What follows belongs to an exercise in optimizing a design on an open flow for a short achievable clock period and few clock cycles; a production flow would make more cautious choices. The RTL was checked by simulation tests, not by an equivalence proof against the original design. Power and IR drop assume default switching activity.

==> run a: inputs <==
==> flow/design.v <==
package cache_pkg;
	localparam int DATA_W = 32;
	typedef logic [DATA_W-1:0] word_t;
endpackage
`timescale 1ns/1ps
module cache_top
#(
	parameter int ADDR_W     = 30,    
	parameter int NUM_SETS   = 8,
	parameter int LINE_WORDS = 4
) (
	input  logic                                   clk,
	input  logic                                   proc_reset,
	input  logic                                   proc_read,
	input  logic                                   proc_write,
	input  logic [ADDR_W-1:0]                      proc_addr,
	input  logic [31:0]                            proc_wdata,
	output logic                                   proc_stall,
	output logic [31:0]                            proc_rdata,
	output logic                                   mem_read,
	output logic                                   mem_write,
	output logic [ADDR_W-$clog2(LINE_WORDS)-1:0]   mem_addr,     
	output logic [LINE_WORDS*32-1:0]               mem_wdata,
	input  logic [LINE_WORDS*32-1:0]               mem_rdata,
	input  logic                                   mem_ready
);
	localparam int DATA_W = 32;
	localparam int LINE_W = LINE_WORDS*DATA_W;
	localparam int OFF_W  = $clog2(LINE_WORDS);
	localparam int IDX_W  = $clog2(NUM_SETS);
	localparam int TAG_W  = ADDR_W - IDX_W - OFF_W;
	localparam int LA_W   = ADDR_W - OFF_W;
	logic [NUM_SETS-1:0] valid_q;
	logic [NUM_SETS-1:0] dirty_q;
	logic [TAG_W-1:0]    tag_q  [0:NUM_SETS-1];
	logic [LINE_W-1:0]   data_q [0:NUM_SETS-1];    
	logic             req_valid;
	logic [OFF_W-1:0] req_off;
	logic [IDX_W-1:0] req_idx;
	logic [TAG_W-1:0] req_tag;
	assign req_valid = proc_read ^ proc_write;
	assign req_off   = proc_addr[OFF_W-1:0];
	assign req_idx   = proc_addr[OFF_W +: IDX_W];
	assign req_tag   = proc_addr[ADDR_W-1 -: TAG_W];
	logic [NUM_SETS-1:0] set_match;
	always_comb begin
		for (int s = 0; s < NUM_SETS; s++) begin
			set_match[s] = valid_q[s] && (tag_q[s] == req_tag);
		end
	end
	logic              hit;
	logic              victim_dirty;
	logic [LINE_W-1:0] cur_line;
	logic [DATA_W-1:0] cur_word;
	assign hit          = set_match[req_idx];
	assign victim_dirty = valid_q[req_idx] && dirty_q[req_idx];
	assign cur_line     = data_q[req_idx];
	assign cur_word     = cur_line[req_off*DATA_W +: DATA_W];
	logic st_wb, st_rd, st_fin, st_fill;
	logic st_idle;
	assign st_idle = !(st_wb || st_rd || st_fin);
	logic stall_q, mrd_q, mwr_q;
	logic st_wb_d, st_rd_d, st_fin_d, st_fill_d, stall_d, mrd_d, mwr_d;
	always_comb begin
		st_wb_d   = st_wb;
		st_rd_d   = st_rd;
		st_fin_d  = 1'b0;
		st_fill_d = 1'b0;
		stall_d   = 1'b1;
		mrd_d     = mrd_q;
		mwr_d     = mwr_q;
		if (st_idle) begin
			if (req_valid) begin
				if (hit) begin
					st_fin_d = 1'b1;
					stall_d  = 1'b0;
				end else if (victim_dirty) begin
					st_wb_d = 1'b1;
					mwr_d   = 1'b1;
				end else begin
					st_rd_d = 1'b1;
					mrd_d   = 1'b1;
				end
			end
		end
		if (st_wb && mem_ready) begin
			st_wb_d = 1'b0;
			mwr_d   = 1'b0;
			st_rd_d = 1'b1;
			mrd_d   = 1'b1;
		end
		if (st_rd && mem_ready) begin
			st_rd_d   = 1'b0;
			mrd_d     = 1'b0;
			st_fin_d  = 1'b1;
			st_fill_d = 1'b1;
			stall_d   = 1'b0;
		end
	end
	always_ff @(posedge clk or posedge proc_reset) begin
		if (proc_reset) begin
			st_wb   <= 1'b0;
			st_rd   <= 1'b0;
			st_fin  <= 1'b0;
			st_fill <= 1'b0;
			stall_q <= 1'b1;
			mrd_q   <= 1'b0;
			mwr_q   <= 1'b0;
		end else begin
			st_wb   <= st_wb_d;
			st_rd   <= st_rd_d;
			st_fin  <= st_fin_d;
			st_fill <= st_fill_d;
			stall_q <= stall_d;
			mrd_q   <= mrd_d;
			mwr_q   <= mwr_d;
		end
	end
	logic [OFF_W-1:0]  off_q;
	logic [IDX_W-1:0]  idx_q;
	logic [TAG_W-1:0]  rtag_q;
	logic              wr_q;
	logic [DATA_W-1:0] wdata_q;
	logic [LINE_W-1:0] fill_q;      
	logic [LA_W-1:0]   maddr_q;
	logic [LINE_W-1:0] mwdata_q;
	logic [DATA_W-1:0] rdata_q;
	always_ff @(posedge clk) begin
		off_q   <= req_off;
		idx_q   <= req_idx;
		rtag_q  <= req_tag;
		wr_q    <= proc_write;
		wdata_q <= proc_wdata;
		fill_q  <= mem_rdata;
		rdata_q <= st_rd ? mem_rdata[off_q*DATA_W +: DATA_W] : cur_word;
		if (st_idle) begin
			maddr_q  <= victim_dirty ? {tag_q[req_idx], req_idx} : proc_addr[ADDR_W-1:OFF_W];
			mwdata_q <= cur_line;
		end else if (st_wb && mem_ready) begin
			maddr_q  <= proc_addr[ADDR_W-1:OFF_W];
		end
	end
	assign proc_stall = stall_q;
	assign proc_rdata = rdata_q;
	assign mem_read   = mrd_q;
	assign mem_write  = mwr_q;
	assign mem_addr   = maddr_q;
	assign mem_wdata  = mwdata_q;
	always_ff @(posedge clk) begin
		if (st_fin) begin
			if (st_fill) begin
				tag_q[idx_q] <= rtag_q;
				for (int w = 0; w < LINE_WORDS; w++) begin
					data_q[idx_q][w*DATA_W +: DATA_W] <= (wr_q && off_q == w) ? wdata_q : fill_q[w*DATA_W +: DATA_W];
				end
			end else if (wr_q) begin
				data_q[idx_q][off_q*DATA_W +: DATA_W] <= wdata_q;
			end
		end
	end
	always_ff @(posedge clk or posedge proc_reset) begin
		if (proc_reset) begin
			valid_q <= '0;
			dirty_q <= '0;
		end else if (st_fin) begin
			if (st_fill) begin
				valid_q[idx_q] <= 1'b1;
				dirty_q[idx_q] <= wr_q;
			end else if (wr_q) begin
				dirty_q[idx_q] <= 1'b1;
			end
		end
	end
endmodule
==> flow/run.sh <==
#!/bin/bash
# synth_recipe.tcl (not shown) runs the flow's synth.tcl, then flattens the netlist and writes it again
# the make line also repeats each setting of config.mk as NAME=value (left out here)
make -C /OpenROAD-flow-scripts/flow DESIGN_CONFIG=/design/flow/config.mk WORK_HOME=/design/flow/orfs CLKGATE_MAP_FILE= SYNTH_SCRIPT=/design/flow/synth_recipe.tcl finish
==> flow/config.mk <==
export PLATFORM = sky130hd
export DESIGN_NAME = cache_top
export DESIGN_NICKNAME = cache_top
export VERILOG_FILES = /design/flow/design.v
export SDC_FILE = /design/flow/constraint.sdc
export NUM_CORES = 4
export LEC_CHECK = 0
export ABC_CLOCK_PERIOD_IN_PS = 2000
export CAP_MARGIN = 20
export CORE_MARGIN = 2
export CORE_UTILIZATION = 40
export SETUP_SLACK_MARGIN = 3.8
export SLEW_MARGIN = 20
==> flow/constraint.sdc <==
create_clock -name core_clock -period 6.0 [get_ports {clk}]
set_input_delay 1.2000 -clock core_clock [delete_from_list [all_inputs] [get_ports {clk}]]
set_output_delay 1.2000 -clock core_clock [all_outputs]
set_load 0.01 [all_outputs]
==> inputs of run b, as changes to run a <==
==> flow/design.v, changed modules only <==
module cache_top
#(
	parameter int ADDR_W     = 30,    
	parameter int NUM_SETS   = 8,
	parameter int LINE_WORDS = 4
) (
	input  logic                                   clk,
	input  logic                                   proc_reset,
	input  logic                                   proc_read,
	input  logic                                   proc_write,
	input  logic [ADDR_W-1:0]                      proc_addr,
	input  logic [31:0]                            proc_wdata,
	output logic                                   proc_stall,
	output logic [31:0]                            proc_rdata,
	output logic                                   mem_read,
	output logic                                   mem_write,
	output logic [ADDR_W-$clog2(LINE_WORDS)-1:0]   mem_addr,     
	output logic [LINE_WORDS*32-1:0]               mem_wdata,
	input  logic [LINE_WORDS*32-1:0]               mem_rdata,
	input  logic                                   mem_ready
);
	localparam int DATA_W = 32;
	localparam int LINE_W = LINE_WORDS*DATA_W;
	localparam int OFF_W  = $clog2(LINE_WORDS);
	localparam int IDX_W  = $clog2(NUM_SETS);
	localparam int TAG_W  = ADDR_W - IDX_W - OFF_W;
	localparam int LA_W   = ADDR_W - OFF_W;
	logic [NUM_SETS-1:0] valid_q;
	logic [NUM_SETS-1:0] dirty_q;
	logic [TAG_W-1:0]    tag_q  [0:NUM_SETS-1];
	logic [LINE_W-1:0]   data_q [0:NUM_SETS-1];    
	logic             req_valid;
	logic [OFF_W-1:0] req_off;
	logic [IDX_W-1:0] req_idx;
	logic [TAG_W-1:0] req_tag;
	assign req_valid = proc_read ^ proc_write;
	assign req_off   = proc_addr[OFF_W-1:0];
	assign req_idx   = proc_addr[OFF_W +: IDX_W];
	assign req_tag   = proc_addr[ADDR_W-1 -: TAG_W];
	logic [NUM_SETS-1:0]            set_sel;
	logic [NUM_SETS*LINE_WORDS-1:0] word_sel;    
	always_comb begin
		for (int s = 0; s < NUM_SETS; s++) begin
			set_sel[s] = (req_idx == s);
			for (int w = 0; w < LINE_WORDS; w++) begin
				word_sel[s*LINE_WORDS+w] = (req_idx == s) && (req_off == w);
			end
		end
	end
	logic [NUM_SETS-1:0] set_match;
	always_comb begin
		for (int s = 0; s < NUM_SETS; s++) begin
			set_match[s] = valid_q[s] && (tag_q[s] == req_tag);
		end
	end
	logic hit;
	logic victim_dirty;
	always_comb begin
		hit          = 1'b0;
		victim_dirty = 1'b0;
		for (int s = 0; s < NUM_SETS; s++) begin
			hit          = hit          | (set_sel[s] & set_match[s]);
			victim_dirty = victim_dirty | (set_sel[s] & valid_q[s] & dirty_q[s]);
		end
	end
	logic st_wb, st_rd, st_fin;
	logic st_idle;
	logic lookup_miss;
	assign st_idle     = !(st_wb || st_rd || st_fin);
	assign lookup_miss = st_idle && req_valid && !hit;
	logic st_wb_d, st_rd_d, st_fin_d;
	assign st_wb_d  = (lookup_miss && victim_dirty) || (st_wb && !mem_ready);
	assign st_rd_d  = (lookup_miss && !victim_dirty) || (st_wb && mem_ready) || (st_rd && !mem_ready);
	assign st_fin_d = (st_idle && req_valid && hit) || (st_rd && mem_ready);
	always_ff @(posedge clk or posedge proc_reset) begin
		if (proc_reset) begin
			st_wb  <= 1'b0;
			st_rd  <= 1'b0;
			st_fin <= 1'b0;
		end else begin
			st_wb  <= st_wb_d;
			st_rd  <= st_rd_d;
			st_fin <= st_fin_d;
		end
	end
	logic              stall_q, mrd_q, mwr_q;
	logic [LA_W-1:0]   maddr_q;
	logic [LINE_W-1:0] mwdata_q;
	logic [DATA_W-1:0] rdata_q;
	logic [LINE_W-1:0] cur_line;
	always_comb begin
		cur_line = '0;
		for (int s = 0; s < NUM_SETS; s++) begin
			cur_line = cur_line | ({LINE_W{set_sel[s]}} & data_q[s]);
		end
	end
	logic                 wb_done;
	logic [NUM_SETS-1:0]  use_victim;
	logic [TAG_W-1:0]     set_tag;
	logic [TAG_W-1:0]     next_tag;
	assign wb_done = st_wb && mem_ready;
	always_comb begin
		set_tag = '0;
		for (int s = 0; s < NUM_SETS; s++) begin
			use_victim[s] = valid_q[s] && dirty_q[s] && !st_rd && !st_fin;
			set_tag = set_tag | ({TAG_W{set_sel[s]}} & (use_victim[s] ? tag_q[s] : req_tag));
		end
		next_tag = wb_done ? req_tag : set_tag;
	end
	logic [LINE_WORDS-1:0] off_sel_q;
	logic [DATA_W-1:0]     next_rdata;
	always_comb begin
		next_rdata = '0;
		for (int s = 0; s < NUM_SETS; s++) begin
			for (int w = 0; w < LINE_WORDS; w++) begin
				next_rdata = next_rdata | ({DATA_W{word_sel[s*LINE_WORDS+w] && !st_rd}} & data_q[s][w*DATA_W +: DATA_W]);
			end
		end
		for (int w = 0; w < LINE_WORDS; w++) begin
			next_rdata = next_rdata | ({DATA_W{off_sel_q[w] && st_rd}} & mem_rdata[w*DATA_W +: DATA_W]);
		end
	end
	always_ff @(posedge clk) begin
		stall_q   <= !st_fin_d;
		mrd_q     <= st_rd_d;
		mwr_q     <= st_wb_d;
		rdata_q   <= next_rdata;
		maddr_q   <= {next_tag, req_idx};
		mwdata_q  <= cur_line;
		for (int w = 0; w < LINE_WORDS; w++) begin
			off_sel_q[w] <= (req_off == w);
		end
	end
	assign proc_stall = stall_q;
	assign proc_rdata = rdata_q;
	assign mem_read   = mrd_q;
	assign mem_write  = mwr_q;
	assign mem_addr   = maddr_q;
	assign mem_wdata  = mwdata_q;
	logic [NUM_SETS-1:0]            set_sel_q;
	logic [NUM_SETS*LINE_WORDS-1:0] wr_sel_q;
	logic                           fill_src_q;    
	logic [TAG_W-1:0]               req_tag_q;     
	always_ff @(posedge clk) begin
		req_tag_q  <= req_tag;
		set_sel_q  <= set_sel;
		wr_sel_q   <= word_sel & {(NUM_SETS*LINE_WORDS){proc_write}};
		fill_src_q <= st_rd_d;
	end
	logic [NUM_SETS-1:0] set_fill;
	assign set_fill = set_sel_q & {NUM_SETS{st_rd && mem_ready}};
	always_ff @(posedge clk) begin
		for (int s = 0; s < NUM_SETS; s++) begin
			if (set_fill[s]) begin
				tag_q[s] <= req_tag_q;
			end
			for (int w = 0; w < LINE_WORDS; w++) begin
				if (set_fill[s] || (st_fin && wr_sel_q[s*LINE_WORDS+w])) begin
					data_q[s][w*DATA_W +: DATA_W] <= fill_src_q ? mem_rdata[w*DATA_W +: DATA_W] : proc_wdata;
				end
			end
		end
	end
	always_ff @(posedge clk or posedge proc_reset) begin
		if (proc_reset) begin
			valid_q <= '0;
			dirty_q <= '0;
		end else begin
			for (int s = 0; s < NUM_SETS; s++) begin
				if (set_fill[s]) begin
					valid_q[s] <= 1'b1;
					dirty_q[s] <= 1'b0;    
				end else if (st_fin && |wr_sel_q[s*LINE_WORDS +: LINE_WORDS]) begin
					dirty_q[s] <= 1'b1;
				end
			end
		end
	end
endmodule
Settings changed: CORE_UTILIZATION 40 to 45, CTS_CLUSTER_DIAMETER set to 80, CTS_CLUSTER_SIZE set to 24.
==> summary.txt <==
item                                                               run b             run a
Sequential element share of the synthesized area                  68.34%            74.52%
Slack of the worst reg-to-reg path                               3.50 ns           3.61 ns
Net switching power figure                                      8.674 mW          7.460 mW
Sum of met3 wire segment lengths after detailed routing         66340 um          22230 um
Routability Congestion                                            0.9334            0.8880
Reg2Reg Launch Point                                     st_rd$_DFF_PP0_  off_q[0]$_DFF_P_
Fraction of the mapped netlist area in adder cells                    0%          0.08033%
Non-filler cells in the finished layout                             7154              5938
Final net count                                                     5474              3948
Clock net power                                                  6.45 mW           10.6 mW
Power density over the cells                               328.1 nW/um^2     361.9 nW/um^2
Area of placed instances                                      68700 um^2        68940 um^2
Synthesized Nets                                                    4758              3265
Proportion of cell area occupied by multi-input gates             26.71%            20.80%
Arrival time reported for the critical path endpoint             1.40 ns           1.76 ns
Sequential share of power                                          50.2%             49.0%
Synthesis-to-finish area growth                                   32.28%            26.25%
Vias after detailed routing                                        54556             34359
Outcome                                         timing/DRC/antenna clean  timing/DRC/antenna clean
Core Area                                                    137200 um^2       154400 um^2
Normalized max-slew margin                                        26.17%            37.61%
Seq_cells                                                           1503              1624
Internal power                                                  18.28 mW          21.01 mW
Overall die area                                             141000 um^2       158900 um^2
YS warnings                                                            3                 1
Testbench counts of run a, summed over its fixed seeds: cycles 102,383.
Testbench counts of run b, summed over its fixed seeds: cycles 102,383.

* * *

==> v22: inputs <==
RTL: the design.v shown in full above, as it stands there.
Settings: LEC_CHECK=0, CAP_MARGIN=20, CORE_MARGIN=2, CORE_UTILIZATION=40, SLEW_MARGIN=20; clock period 6.0 ns.
run.sh (not shown) runs the stock make flow with config.mk's settings and CLKGATE_MAP_FILE= SYNTH_SCRIPT=/design/flow/synth_recipe.tcl, a recipe that flattens the netlist after the stock synthesis.
==> inputs of v19, as changes to v22 <==
==> flow/design.v, changed modules only <==
module cache_top
#(
	parameter int ADDR_W     = 30,    
	parameter int NUM_SETS   = 8,
	parameter int LINE_WORDS = 4
) (
	input  logic                                   clk,
	input  logic                                   proc_reset,
	input  logic                                   proc_read,
	input  logic                                   proc_write,
	input  logic [ADDR_W-1:0]                      proc_addr,
	input  logic [31:0]                            proc_wdata,
	output logic                                   proc_stall,
	output logic [31:0]                            proc_rdata,
	output logic                                   mem_read,
	output logic                                   mem_write,
	output logic [ADDR_W-$clog2(LINE_WORDS)-1:0]   mem_addr,     
	output logic [LINE_WORDS*32-1:0]               mem_wdata,
	input  logic [LINE_WORDS*32-1:0]               mem_rdata,
	input  logic                                   mem_ready
);
	localparam int DATA_W = 32;
	localparam int LINE_W = LINE_WORDS*DATA_W;
	localparam int OFF_W  = $clog2(LINE_WORDS);
	localparam int IDX_W  = $clog2(NUM_SETS);
	localparam int TAG_W  = ADDR_W - IDX_W - OFF_W;
	localparam int LA_W   = ADDR_W - OFF_W;
	logic [NUM_SETS-1:0] valid_q;
	logic [NUM_SETS-1:0] dirty_q;
	logic [TAG_W-1:0]    tag_q  [0:NUM_SETS-1];
	logic [LINE_W-1:0]   data_q [0:NUM_SETS-1];    
	logic             req_valid;
	logic [OFF_W-1:0] req_off;
	logic [IDX_W-1:0] req_idx;
	logic [TAG_W-1:0] req_tag;
	assign req_valid = proc_read ^ proc_write;
	assign req_off   = proc_addr[OFF_W-1:0];
	assign req_idx   = proc_addr[OFF_W +: IDX_W];
	assign req_tag   = proc_addr[ADDR_W-1 -: TAG_W];
	logic [NUM_SETS-1:0]            set_sel;
	logic [NUM_SETS*LINE_WORDS-1:0] word_sel;    
	always_comb begin
		for (int s = 0; s < NUM_SETS; s++) begin
			set_sel[s] = (req_idx == s);
			for (int w = 0; w < LINE_WORDS; w++) begin
				word_sel[s*LINE_WORDS+w] = (req_idx == s) && (req_off == w);
			end
		end
	end
	logic [NUM_SETS-1:0] set_match;
	always_comb begin
		for (int s = 0; s < NUM_SETS; s++) begin
			set_match[s] = valid_q[s] && (tag_q[s] == req_tag);
		end
	end
	logic hit;
	logic victim_dirty;
	always_comb begin
		hit          = 1'b0;
		victim_dirty = 1'b0;
		for (int s = 0; s < NUM_SETS; s++) begin
			hit          = hit          | (set_sel[s] & set_match[s]);
			victim_dirty = victim_dirty | (set_sel[s] & valid_q[s] & dirty_q[s]);
		end
	end
	logic st_wb, st_rd, st_fin;
	logic st_idle;
	logic lookup_miss;
	assign st_idle     = !(st_wb || st_rd || st_fin);
	assign lookup_miss = st_idle && req_valid && !hit;
	logic st_wb_d, st_rd_d, st_fin_d;
	assign st_wb_d  = (lookup_miss && victim_dirty) || (st_wb && !mem_ready);
	assign st_rd_d  = (lookup_miss && !victim_dirty) || (st_wb && mem_ready) || (st_rd && !mem_ready);
	assign st_fin_d = (st_idle && req_valid && hit) || (st_rd && mem_ready);
	always_ff @(posedge clk or posedge proc_reset) begin
		if (proc_reset) begin
			st_wb  <= 1'b0;
			st_rd  <= 1'b0;
			st_fin <= 1'b0;
		end else begin
			st_wb  <= st_wb_d;
			st_rd  <= st_rd_d;
			st_fin <= st_fin_d;
		end
	end
	logic              stall_q, mrd_q, mwr_q;
	logic [LA_W-1:0]   maddr_q;
	logic [LINE_W-1:0] mwdata_q;
	logic [DATA_W-1:0] rdata_q;
	logic [LINE_W-1:0] cur_line;
	always_comb begin
		cur_line = '0;
		for (int s = 0; s < NUM_SETS; s++) begin
			cur_line = cur_line | ({LINE_W{set_sel[s]}} & data_q[s]);
		end
	end
	logic                 wb_done;
	logic [NUM_SETS-1:0]  use_victim;
	logic [TAG_W-1:0]     set_tag;
	logic [TAG_W-1:0]     next_tag;
	assign wb_done = st_wb && mem_ready;
	always_comb begin
		set_tag = '0;
		for (int s = 0; s < NUM_SETS; s++) begin
			use_victim[s] = valid_q[s] && dirty_q[s] && !st_rd && !st_fin;
			set_tag = set_tag | ({TAG_W{set_sel[s]}} & (use_victim[s] ? tag_q[s] : req_tag));
		end
		next_tag = wb_done ? req_tag : set_tag;
	end
	logic [LINE_WORDS-1:0] off_sel_q;
	logic [DATA_W-1:0]     next_rdata;
	always_comb begin
		next_rdata = '0;
		for (int s = 0; s < NUM_SETS; s++) begin
			for (int w = 0; w < LINE_WORDS; w++) begin
				next_rdata = next_rdata | ({DATA_W{word_sel[s*LINE_WORDS+w] && !st_rd}} & data_q[s][w*DATA_W +: DATA_W]);
			end
		end
		for (int w = 0; w < LINE_WORDS; w++) begin
			next_rdata = next_rdata | ({DATA_W{off_sel_q[w] && st_rd}} & mem_rdata[w*DATA_W +: DATA_W]);
		end
	end
	always_ff @(posedge clk) begin
		stall_q   <= !st_fin_d;
		mrd_q     <= st_rd_d;
		mwr_q     <= st_wb_d;
		rdata_q   <= next_rdata;
		maddr_q   <= {next_tag, req_idx};
		mwdata_q  <= cur_line;
		for (int w = 0; w < LINE_WORDS; w++) begin
			off_sel_q[w] <= (req_off == w);
		end
	end
	assign proc_stall = stall_q;
	assign proc_rdata = rdata_q;
	assign mem_read   = mrd_q;
	assign mem_write  = mwr_q;
	assign mem_addr   = maddr_q;
	assign mem_wdata  = mwdata_q;
	logic [NUM_SETS-1:0]            set_sel_q;
	logic [NUM_SETS*LINE_WORDS-1:0] wr_sel_q;
	logic                           fill_src_q;    
	logic [TAG_W-1:0]               req_tag_q;     
	always_ff @(posedge clk) begin
		req_tag_q  <= req_tag;
		set_sel_q  <= set_sel;
		wr_sel_q   <= word_sel & {(NUM_SETS*LINE_WORDS){proc_write}};
		fill_src_q <= st_rd_d;
	end
	logic [NUM_SETS-1:0] set_fill;
	assign set_fill = set_sel_q & {NUM_SETS{st_rd && mem_ready}};
	always_ff @(posedge clk) begin
		for (int s = 0; s < NUM_SETS; s++) begin
			if (set_fill[s]) begin
				tag_q[s] <= req_tag_q;
			end
			for (int w = 0; w < LINE_WORDS; w++) begin
				if (set_fill[s] || (st_fin && wr_sel_q[s*LINE_WORDS+w])) begin
					data_q[s][w*DATA_W +: DATA_W] <= fill_src_q ? mem_rdata[w*DATA_W +: DATA_W] : proc_wdata;
				end
			end
		end
	end
	always_ff @(posedge clk or posedge proc_reset) begin
		if (proc_reset) begin
			valid_q <= '0;
			dirty_q <= '0;
		end else begin
			for (int s = 0; s < NUM_SETS; s++) begin
				if (set_fill[s]) begin
					valid_q[s] <= 1'b1;
					dirty_q[s] <= 1'b0;    
				end else if (st_fin && |wr_sel_q[s*LINE_WORDS +: LINE_WORDS]) begin
					dirty_q[s] <= 1'b1;
				end
			end
		end
	end
endmodule
- ABC_CLOCK_PERIOD_IN_PS: not set -> 2000
- SETUP_SLACK_MARGIN: not set -> 3.8
==> comparison table <==
item	v19	v22
Met2 demand-to-capacity share in global routing	50.5%	35.1%
Register-to-Register Setup Slack	3.53 ns	2.99 ns
Final Routed Wirelength	307,000 µm	187,000 µm
Die boundary width	398 µm	399 µm
Worst-path cell with the longest stage delay	sky130_fd_sc_hd__dfxtp_4	sky130_fd_sc_hd__clkdlybuf4s50_1
Number of cells on the critical path	1	2
Power drawn by the sequential cells	13,500 µW	13,900 µW
Result of the run	timing/DRC/antenna clean	timing/DRC/antenna clean
Area share of and/or/nand/nor cells after synthesis	8.08%	2.66%
GP Congestion	0.961	0.901
Routed met3 length	55,700 µm	17,600 µm
Post-route core utilization	53.5%	48.2%
Switching power total	9280 µW	7040 µW
Post-synth ARST share	1.26%	1.29%
Via count of the first global-routing pass	48,247	32,153
Testbench counts of v22, summed over its fixed seeds: cycles 102,383.
Testbench counts of v19, summed over its fixed seeds: cycles 102,383.

-- static timing again, ports no longer ideal --
The flow's constraints put no driver on any port. The routed layouts listed below were extracted and timed again, unchanged, in two steps.
Step 1, drivers: a clkbuf_16 drives clk and a buf_2 each remaining input, both assumed.
Step 2 moves the port delays by t, midway between the first and last clock arrival at a register: inputs arrive t later, outputs are due t later. That takes back most of the time a late clock gives input paths.
Three values: ideal, step 1, step 2; two values: the first two.
run | t, ns | setup WS [ns] | hold slack, ns | pins driven straight from the clock port
run a | 0.869 | 3.039 / 2.950 / 2.081 | 0.495 / 0.495 / 0.495 | 1
run b | 0.857 | 3.403 / 3.304 / 2.630 | 0.488 / 0.488 / 0.488 | 1
v22 | 0.873 | 2.274 / 2.188 / 1.614 | 0.492 / 0.492 / 0.492 | 1
v19 | 0.901 | 3.384 / 3.297 / 2.710 | 0.490 / 0.490 / 0.490 | 1
After both steps setup and hold are still met in every run listed. For run a, which loses most, drivers alone change the setup slack by -0.089 ns; drivers and shift together by -0.958 ns.
